Background: an optimization exercise with open tools, aiming at small area. Do not read the settings as production practice. Function was checked by simulation only, so behaviour that the tests miss may differ from the original. No activity file was given, so power comes from the tool's default toggle rates.

==> design/flow/design.v <==
package gamePkg;
	localparam int GROUND_Y = 440;  
	localparam int TOWER_W = 28;
	localparam int TOWER_H = 58;
	localparam int MAX_TOWERS = 10;
	localparam int TOWERS_WAIT = 100;  
	localparam int PARKED_TY = 481;  
	localparam int SPAWN_TY = -58;  
	localparam int SPAWN_MARGIN = 64;
	localparam logic [15:0] LFSR_SEED = 16'hACE1;
	localparam logic [15:0] LFSR_TAPS = 16'hB400;
	localparam logic [7:0] SKY_COLOR = 8'h5F;  
	localparam logic [7:0] GROUND_COLOR = 8'h8C;  
	localparam logic [7:0] WALL_COLOR = 8'h92;  
	localparam logic [7:0] WINDOW_COLOR = 8'hFC;  
endpackage
module spawnPosition (
	input logic clk,
	input logic resetN,
	input logic startOfFrame,
	output logic [8:0] column
);
	logic [15:0] lfsr;
	always_ff @(posedge clk or negedge resetN) begin
		if (!resetN) begin
			lfsr <= gamePkg::LFSR_SEED;
		end else if (startOfFrame) begin
			lfsr <= (lfsr >> 1) ^ (lfsr[0] ? gamePkg::LFSR_TAPS : 16'h0000);
		end
	end
	assign column = lfsr[8:0];
endmodule
module towerField (
	input logic clk,
	input logic resetN,
	input logic startOfFrame,
	input logic pause,
	input logic [10:0] px,
	input logic [10:0] py,
	input logic [8:0] column,
	output logic tower,
	output logic alt
);
	localparam int N = gamePkg::MAX_TOWERS;
	localparam logic [9:0] SPAWN_ROW = 10'(gamePkg::SPAWN_TY + 64);
	localparam logic [9:0] SPAWN_ROWN = ~SPAWN_ROW;
	logic [3:0] spawned;  
	logic fresh;  
	logic [6:0] addTimer;
	logic [3:0] count;
	assign count = spawned + {3'b000, fresh};
	always_ff @(posedge clk or negedge resetN) begin
		if (!resetN) begin
			spawned <= '0;
			fresh <= 1'b1;
			addTimer <= 7'(gamePkg::TOWERS_WAIT);
		end else if (startOfFrame) begin
			spawned <= count;
			fresh <= (addTimer == '0) && (count != 4'(N));
			if (addTimer != '0) begin
				addTimer <= addTimer - 1'b1;
			end else begin
				addTimer <= 7'(gamePkg::TOWERS_WAIT);
			end
		end
	end
	logic [11:0] xs;
	logic [11:0] ys;
	logic xIn;
	logic yIn;
	assign xs = {1'b0, px} - 12'd64;
	assign ys = {1'b0, py} + 12'd64;
	assign xIn = xs[11:10] == 2'b00;
	assign yIn = ys[11:10] == 2'b00;
	logic valid [N];
	logic hitT [N];
	logic opaqueT [N];
	logic windowT [N];
	genvar i;
	generate
		for (i = 0; i < N; i++) begin : g_tower
			logic [8:0] colN;
			logic [9:0] rowN;
			logic [3:0] frac;
			logic respawn;
			logic respawnNow;
			logic fall;
			logic carry;
			logic [10:0] inc;  
			logic [9:0] sx;  
			logic [10:0] cx;
			logic [9:0] sy;  
			logic [10:0] cy;
			logic hitX;
			logic hitY;
			assign valid[i] = spawned > 4'(i);
			assign respawn = !valid[i] || !(rowN[9] || rowN[5]);
			assign respawnNow = startOfFrame && respawn;
			assign fall = startOfFrame && !pause;
			always_ff @(posedge clk) begin
				if (respawnNow) begin
					colN <= ~column;
				end
			end
			assign carry = frac[3] || (frac[2] && frac[1] && frac[0]);
			assign inc[0] = fall && !carry;
			assign inc[1] = fall && (carry || !rowN[0]);
			for (genvar b = 2; b < 11; b++) begin : g_inc
				assign inc[b] = inc[b - 1] && !rowN[b - 1];
			end
			always_ff @(posedge clk) begin
				if (respawnNow) begin
					rowN <= SPAWN_ROWN;
					frac <= '0;
				end else begin
					rowN <= rowN ^ inc[9:0];
					frac[0] <= frac[0] ^ fall;
					frac[1] <= frac[1] ^ (fall && frac[0]);
					frac[2] <= frac[2] ^ (fall && frac[0] && frac[1]);
					frac[3] <= frac[3] ^ (fall && !(frac[0] && frac[1] && frac[2]));
				end
			end
			assign cx[0] = 1'b1;
			for (genvar b = 0; b < 9; b++) begin : g_ax
				assign sx[b] = xs[b] ^ colN[b] ^ cx[b];
				assign cx[b + 1] = (xs[b] && colN[b]) || (cx[b] && (xs[b] || colN[b]));
			end
			assign sx[9] = !(xs[9] ^ cx[9]);
			assign cx[10] = xs[9] || cx[9];
			assign hitX = xIn && cx[10] && (sx[9:5] == 5'h00) && !(sx[4] && sx[3] && sx[2]);
			assign cy[0] = 1'b1;
			for (genvar b = 0; b < 10; b++) begin : g_ay
				assign sy[b] = ys[b] ^ rowN[b] ^ cy[b];
				assign cy[b + 1] = (ys[b] && rowN[b]) || (cy[b] && (ys[b] || rowN[b]));
			end
			assign hitY = yIn && cy[10] && (sy[9:6] == 4'h0)
				&& !(sy[5] && sy[4] && sy[3] && (sy[2] || sy[1]));
			assign hitT[i] = valid[i] && hitX && hitY;
			towerShape u_shape (
				.ox (sx[4:0]),
				.oy (sy[5:0]),
				.opaque (opaqueT[i]),
				.window (windowT[i])
			);
		end
	endgenerate
	logic [10:0] parkedDy;
	logic parkedHit;
	logic parkedOpaque;
	logic parkedWindow;
	assign parkedDy = py - 11'(gamePkg::PARKED_TY);
	assign parkedHit = fresh && (px[10:5] == '0) && !(px[4] && px[3] && px[2])
		&& (py >= 11'(gamePkg::PARKED_TY)) && (py < 11'(gamePkg::PARKED_TY + gamePkg::TOWER_H));
	towerShape u_parkedShape (
		.ox (px[4:0]),
		.oy (parkedDy[5:0]),
		.opaque (parkedOpaque),
		.window (parkedWindow)
	);
	logic towerNext;
	logic altNext;
	always_comb begin
		logic anyHit;
		logic op;
		logic win;
		anyHit = 1'b0;
		op = 1'b0;
		win = 1'b0;
		for (int k = 0; k < N; k++) begin
			if (hitT[k]) begin
				anyHit = 1'b1;
				op = opaqueT[k];
				win = windowT[k];
			end
		end
		if (parkedHit) begin
			anyHit = 1'b1;
			op = parkedOpaque;
			win = parkedWindow;
		end
		towerNext = anyHit && op;
		altNext = towerNext ? win : (py >= 11'(gamePkg::GROUND_Y));
	end
	always_ff @(posedge clk or negedge resetN) begin
		if (!resetN) begin
			tower <= 1'b0;
			alt <= 1'b0;
		end else begin
			tower <= towerNext;
			alt <= altNext;
		end
	end
endmodule
module towerShape (
	input logic [4:0] ox,  
	input logic [5:0] oy,  
	output logic opaque,
	output logic window
);
	assign opaque = !((oy < 6'd6) && ox[2]);
	assign window = (oy >= 6'd20) && (oy < 6'd28) && (ox >= 5'd10) && (ox < 5'd18);
endmodule
module pixelMux (
	input logic clk,
	input logic resetN,
	input logic tower,
	input logic alt,
	output logic [7:0] rgb,
	output logic towerPixel
);
	logic [1:0] stage2;
	logic [1:0] stage3;
	always_ff @(posedge clk or negedge resetN) begin
		if (!resetN) begin
			stage2 <= '0;
			stage3 <= '0;
		end else begin
			stage2 <= {tower, alt};
			stage3 <= stage2;
		end
	end
	always_comb begin
		case (stage3)
			2'b00: rgb = gamePkg::SKY_COLOR;
			2'b01: rgb = gamePkg::GROUND_COLOR;
			2'b10: rgb = gamePkg::WALL_COLOR;
			default: rgb = gamePkg::WINDOW_COLOR;
		endcase
	end
	assign towerPixel = stage3[1];
endmodule
module towerSceneTop (
	input logic clk,
	input logic resetN,
	input logic startOfFrame,
	input logic pause,
	input logic [21:0] pixel,  
	output logic [7:0] rgb,
	output logic towerPixel
);
	logic [8:0] column;
	logic tower;
	logic alt;
	spawnPosition u_spawnPosition (
		.clk (clk),
		.resetN (resetN),
		.startOfFrame (startOfFrame),
		.column (column)
	);
	towerField u_towerField (
		.clk (clk),
		.resetN (resetN),
		.startOfFrame (startOfFrame),
		.pause (pause),
		.px (pixel[21:11]),
		.py (pixel[10:0]),
		.column (column),
		.tower (tower),
		.alt (alt)
	);
	pixelMux u_pixelMux (
		.clk (clk),
		.resetN (resetN),
		.tower (tower),
		.alt (alt),
		.rgb (rgb),
		.towerPixel (towerPixel)
	);
endmodule
==> design/flow/flow/run.sh <==
#!/bin/bash
# Layout flow: the standard synthesis unchanged, then an area re-mapping of its
# combinational cells with ABC (every register cell kept as it is, same instance and
# type), checked equal to the standard netlist by Yosys; then the standard ORFS flow from
# the floorplan on, with buf_1 cells as the port buffers.
# Each tool writes its full output to a log of its own in this folder.
set -euo pipefail
HERE=$PWD
R=$HERE/orfs/results/$FLOW_PLATFORM/towerSceneTop/base
LIB=$FLOW_HOME/platforms/$FLOW_PLATFORM/lib/sky130_fd_sc_hd__tt_025C_1v80.lib

# 1. standard synthesis
bash standard.sh $R/1_2_yosys.v > synth.log 2>&1
cp $R/1_2_yosys.v std_1_2_yosys.v

# 2. re-map the combinational logic for area
DONT=""
for c in $(grep -o 'cell *( *"\?sky130_fd_sc_hd__\(lpflow\|probe\)[a-z0-9_]*' $LIB | grep -o 'sky130_fd_sc_hd__[a-z0-9_]*' | sort -u); do
	DONT="$DONT -dont_use $c"
done
FFS=$(grep -o 'sky130_fd_sc_hd__[a-z0-9_]*' std_1_2_yosys.v | sort -u | grep -E '__(df|edf|sdf|dl)' | tr '\n' ' ')
cp flow/resyn.abc resyn.abc
cat > resyn.ys <<EOS
read_liberty -overwrite -setattr liberty_cell -ignore_miss_func $LIB
read_verilog std_1_2_yosys.v
hierarchy -top $FLOW_TOP
setattr -mod -set blackbox 1 $FFS
flatten
opt_clean
techmap
opt -fast
abc -script $HERE/resyn.abc -liberty $LIB $DONT
opt_clean
setundef -zero
splitnets
opt_clean -purge
hilomap -singleton -hicell sky130_fd_sc_hd__conb_1 HI -locell sky130_fd_sc_hd__conb_1 LO
insbuf -buf sky130_fd_sc_hd__buf_4 A X
opt_clean -purge
tee -o resyn_stat.txt stat -liberty $LIB
write_verilog -noattr -nohex -nodec resyn_1_2_yosys.v
EOS
USE=std
if yosys -s resyn.ys > resyn.log 2>&1; then
	# prove the new netlist equal to the standard one: every register cell cut into ports
	# (paired by instance name), then ABC proves the combinational miter unsatisfiable
	python3 flow/cutff.py std_1_2_yosys.v eq_gold.v
	python3 flow/cutff.py resyn_1_2_yosys.v eq_gate.v
	sed -i 's/\b_\([0-9][0-9]*\)_\b/zz\1_/g' eq_gate.v
	cat > equiv.ys <<EOS
read_liberty -overwrite -ignore_miss_func $LIB
read_verilog eq_gold.v
rename $FLOW_TOP gold
read_verilog eq_gate.v
rename $FLOW_TOP gate
flatten
opt_clean
miter -equiv -flatten gold gate miter
hierarchy -top miter
flatten
opt_clean
setundef -zero
techmap
aigmap
opt_clean
write_aiger miter.aig
EOS
	if yosys -s equiv.ys > equiv.log 2>&1; then
		yosys-abc -c "read miter.aig; print_stats; strash; iprove" > equiv_abc.log 2>&1 || true
		if grep -q '^UNSATISFIABLE' equiv_abc.log; then
			USE=resyn
		fi
	fi
fi
echo "netlist used: $USE" > netlist_used.txt
if [[ $USE == resyn ]]; then
	cp resyn_1_2_yosys.v $R/1_2_yosys.v
	touch $R/1_2_yosys.v
fi

# 3. the rest of the standard flow
export BUFFER_PORTS_ARGS="-buffer_cell sky130_fd_sc_hd__buf_1"
export CTS_ARGS="-sink_clustering_enable -repair_clock_nets -dont_use_dummy_load -buf_list {sky130_fd_sc_hd__clkbuf_8} -root_buf sky130_fd_sc_hd__clkbuf_16 -sink_clustering_size 12 -sink_clustering_max_diameter 60"
bash standard.sh > layout.log 2>&1
==> design/flow/flow/cutff.py <==
# cutff.py IN OUT: turns a flat gate-level netlist into a combinational one by replacing
# every register cell with ports: its Q becomes an input q__<inst>, each other data or
# control pin an output <pin>__<inst>; the clock pin is dropped. Used only to prove
# the re-mapped netlist equal to the standard one.
import re, sys
src = open(sys.argv[1]).read()
m = re.search(r'module\s+(\w+)\s*\((.*?)\);', src, re.S)
top, ports = m.group(1), m.group(2)
body = src[m.end():]
inst_re = re.compile(r'\n\s*(sky130_fd_sc_hd__(?:df|edf|sdf|dl)\w*)\s+(\S+)\s*\((.*?)\);', re.S)
newports = []
decls = []
assigns = []
def pname(pin, inst):
    n = re.sub(r'[^A-Za-z0-9_]', '_', inst)
    return '%s__%s' % (pin, n)
def repl(mm):
    cell, inst, pins = mm.group(1), mm.group(2), mm.group(3)
    for pin, net in re.findall(r'\.(\w+)\s*\(([^()]*)\)', pins):
        net = net.strip()
        if pin in ('CLK', 'CLK_N', 'GATE', 'GATE_N') or net == '':
            continue
        p = pname(pin, inst)
        newports.append(p)
        if pin in ('Q', 'Q_N'):
            decls.append('  input %s;' % p)
            assigns.append('  assign %s = %s ;' % (net, p))
        else:
            decls.append('  output %s;' % p)
            assigns.append('  assign %s = %s ;' % (p, net))
    return '\n'
body = inst_re.sub(repl, body)
body = body.replace('endmodule', '\n'.join(decls + assigns) + '\nendmodule', 1)
out = 'module %s(%s%s);' % (top, ports, ''.join(', ' + p for p in newports)) + body
open(sys.argv[2], 'w').write(src[:m.start()] + out)
==> design/flow/flow/resyn.abc <==
&get -n; &st; &deepsyn -T 60; &put; amap; topo
==> design/flow/standard.sh <==
#!/bin/bash
# synth_recipe.tcl (not shown) runs the flow's synth.tcl, then flattens the netlist and writes it again
# the make line also repeats each setting of config.mk as NAME=value (left out here)
make -C /OpenROAD-flow-scripts/flow DESIGN_CONFIG=/design/flow/config.mk WORK_HOME=/design/flow/orfs CLKGATE_MAP_FILE= SYNTH_SCRIPT=/design/flow/synth_recipe.tcl "${@:-finish}"
==> design/flow/config.mk <==
export PLATFORM = sky130hd
export DESIGN_NAME = towerSceneTop
export DESIGN_NICKNAME = towerSceneTop
export VERILOG_FILES = /design/flow/design.v
export SDC_FILE = /design/flow/constraint.sdc
export NUM_CORES = 4
export LEC_CHECK = 0
export CAP_MARGIN = 20
export CORE_MARGIN = 2
export CORE_UTILIZATION = 40
export GPL_TIMING_DRIVEN = 0
export SLEW_MARGIN = 20
==> design/flow/constraint.sdc <==
create_clock -name core_clock -period 8.0 [get_ports {clk}]
set_input_delay 1.6000 -clock core_clock [delete_from_list [all_inputs] [get_ports {clk}]]
set_output_delay 1.6000 -clock core_clock [all_outputs]
set_load 0.01 [all_outputs]
==> results by group <==
Setup path
  – Worst path bufs/invs: 3
  – Type of origin of the critical path: primary input
  – R2r endpoint: u_towerField.alt
  – CP top delay family: compound AO/OA/AOI/OAI gates
  – Worst EP required: approximately 8.4 ns
  – Max FO, Critical Path: 11
  – CP Class: primary input to flop
  – CP max stage delay: around 0.80 ns
  – Critical Path AT: between 7 and 8 ns
  – Crit. End Element: flop
  – Reg-to-Reg Start: u_towerField.g_tower[0].colN[1]
  – Critical path's slowest cell: o22ai_2
  – Worst Reg-to-Reg Cells: 27
  – Flop2flop setup slack: 3.28 ns

Clock tree
  – Htree depth: 1
  – CTS tree: built
  – Hold buffers post-CTS: 0
  – Cts bufs inserted: 30
  – Bufs on Longest Clock Path: 3
  – CTS Sinks: 264
  – Resized Gates After CTS: 2
  – Later-pin clock latency in the skew report: 0.54 ns
  – Clk slew on worst S/H paths: 0.08 ns
  – CTS root buffer: clkbuf_16
  – Total setup buffers inserted after CTS: 0

Place
  – # port buffers: 34
  – Placed Area: 0.0151 mm2
  – Hpwl dp: 28500 um
  – Pre-CTS setup slack: -1.22 ns
  – Routability Congestion: 0.871

STA
  – Max-slew violations: 0
  – Worst Setup Slack, final: around 0.47 ns
  – Clock skew: about 0.050 ns
  – Final period util: a little over nine tenths
  – Max_slew headroom: 14.9%
  – Fin crit period: approximately 7.5 ns
  – Fmax: 133 MHz
  – Final hold vios: 0
  – RSZ-0062 raised after global routing: no
  – Setup violations, final: 0
  – Worst slew pin tran: about 1.3 ns

Floorplanning
  – Die ar.: roughly 0.037 mm2
  – Die W: just under 200 um
  – Core area: 0.0353 mm2
  – Ports: 35
  – Rows: between 60 and 70
  – Die H: around 190 um
  – Initial Util: 40.2%

Global route
  – Overall routing resource usage: between 20 and 25%
  – Vias in the first global route: around 12000
  – Initial antenna violation count: 0
  – Pin count of the biggest net entering global routing: 35
  – First-pass GRT wire length: 63100 um
  – Grt total ovfl: 0

Layout
  – Area growth, synth to finish: 9.63%
  – Area of the multi-input gates: 0.00715 mm2
  – Number of diodes: 0
  – Register area: approximately 0.0064 mm2
  – Final instance area: ~0.016 mm2
  – Final #Nets: between 1500 and 2000
  – Fillers: 3541
  – Share of cells above drive strength 1: under 10%

Route
  – Drt drc: 0
  – DRT Wirelength: between 40000 and 50000 um
  – Drt wl/cell: roughly 18 um
  – Drt first pass iters: 4
  – Routed via count: ~13000
  – Via density: between 5 and 6
  – 1st-iter DRT viols: between 800 and 900
  – Final ANT Viol Nets: 0

Logic synthesis
  – Yosys warning count: 9
  – Cells after synthesis: between 1500 and 2000
  – Syn Nets: 1843
  – Syn_area_per_cell: between 7 and 8 um2
  – Post-Syn Area: 0.0142 mm2

Worst hold path
  – WHS Endpoint: u_pixelMux.stage3[1]
  – Hold Path Class: flop to flop
  – Min-delay src: u_pixelMux.stage2[1]
  – Hold depth: 0

Flow run
  – Max Cap Viol: 0

Pwr
  – Pwr Density: ~280 mW/mm2
  – Worst VDD drop: about 0.17 mV
  – Leak: 0.00552 uW

Run status
  – Status: no timing/DRC/antenna violations
[worst register-to-register path, stage by stage, from the launching register on]
cell and delay (ns):
edfxtp_1 0.41, nor2_1 0.10, a21oi_1 0.06, nand2_1 0.11, o21ai_0 0.10, nand2_1 0.11
o21ai_0 0.10, nand2_1 0.12, o21ai_0 0.12, o21ai_0 0.27, clkinv_1 0.10, o22ai_1 0.28
clkinv_1 0.11, a21oi_1 0.14, nor3b_1 0.42, nand2_1 0.10, o22ai_1 0.17, a21oi_1 0.09
a31oi_1 0.17, nor2_1 0.06, a311oi_1 0.40, or3_1 0.25, nand3_1 0.12, nor2b_1 0.20
nor2_1 0.11, o21bai_1 0.13, nand2_1 0.09, a31o_1 0.18
[layer usage]
| metal | routed length, um | up-vias | GRT usage [%] |
|---|---|---|---|
| li1 | - | 6757 | - |
| met1 | 18100 | 5962 | 28.7 |
| met2 | 19200 | 336 | 37.8 |
| met3 | 2810 | 68 | 3.71 |
| met4 | 1210 | 0 | 7.69 |
| met5 | 0 | - | 0 |
[flip-flops by register name, summed over array words and instances, names as in the netlist]
register	count
u_pixelMux.stage3	2
u_towerField.spawned	4
u_towerField.g_tower.rowN	100
u_towerField.fresh	1
u_spawnPosition.lfsr	16
u_towerField.tower	1
u_towerField.alt	1
u_towerField.addTimer	7
u_towerField.g_tower.colN	90
u_pixelMux.stage2	2
u_towerField.g_tower.frac	40
[layout by cell type, fill, tap and decap left out, drive strengths merged, types with 6 or more instances in the layout]
cell type,count
a211oi,10
o211ai,46
o2111a,7
buf,42
a211o,28
a21o,11
a221oi,7
o2111ai,25
dfrtp,22
a22oi,45
xnor2,9
dfxtp,140
xor2,14
o211a,10
o22ai,23
dfstp,12
clkinv,190
nand2,211
edfxtp,90
a31oi,6
a2111oi,8
o21a,24
nor4,13
nor2,349
clkbuf,31
a21oi,176
nand3,7
nor3,16
o21ai,256
o221ai,13
[power by group]
group | switching (uW) | internal [uW] | leakage (uW)
registers | 220 | 1770 | 0.00240
clock network | 470 | 367 | 0.000231
logic | 964 | 495 | 0.00289
[area by class of cell]
class / count / share of cell area, %
plain buffers: 1 / 0.0482
clock buffers: 30 / 2.87
inverters: 193 / 4.73
multi-input cells: 1359 / 45.9
flip-flops and latches: 264 / 40.9
well taps: 461 / 3.70
repair buffers: 43 / 1.88
[worst max-delay path by stage]
stage            startpoint                         endpoint  cells past startpoint
2_1_floorplan     pixel[17]                 u_towerField.alt                     25
3_3_place_gp   startOfFrame  u_towerField.g_tower[4].rowN[9]                     21
3_5_place_dp       pixel[6]                 u_towerField.alt                     26
4_1_cts            pixel[6]                 u_towerField.alt                     26
5_1_grt           pixel[17]                 u_towerField.alt                     23
6_report           pixel[7]                 u_towerField.alt                     26
[stage by stage]
| step | TNS, ns | hold slack, ns | std cells | utilization [%] | total power [uW] |
|---|---|---|---|---|---|
| global placement | -54.33 | 0.332 | 2312 | 42.2 | 3390 |
| floorplan | 0 | 0.331 | 1817 | - | 3030 |
| detailed placement | -2.29 | 0.336 | 2321 | 42.8 | 3470 |
| global route | 0 | 0.342 | 2351 | 44.1 | 4610 |
| CTS | 0 | 0.335 | 2351 | 44.1 | 4310 |
| finish | 0 | 0.334 | 2351 | 44.1 | 4290 |

[port drivers added, routing unchanged]
The results above use ideal ports. As a check the final layout listed here was re-extracted and re-timed, cells and wires unchanged. Step 1 sets driving cells, clkbuf_16 on the clock port and buf_2 on the other inputs (assumed; they add their load-dependent delay and slew). Step 2 adds t to the input delays and takes it off the output delays; t is the mean of the earliest and latest rising clock arrival at the registers after step 1. Input paths then give back, and output paths get back, about the clock's delay inside the block. Slacks: ideal ports / drivers / drivers and shift; pairs: ideal ports / drivers.
t (ns): 0.560
slack for setup (ns): 0.465 / 0.493 / -0.067
hold WS [ns]: 0.334 / 0.334 / 0.334
worst setup path at the end: input to register
clock arrival spread, ns: 0.059 / 0.058
Met with ideal ports but missed after step 2: setup timing in this run. The setup slack of this run moves by +0.028 ns with the drivers and by -0.532 ns with both steps.
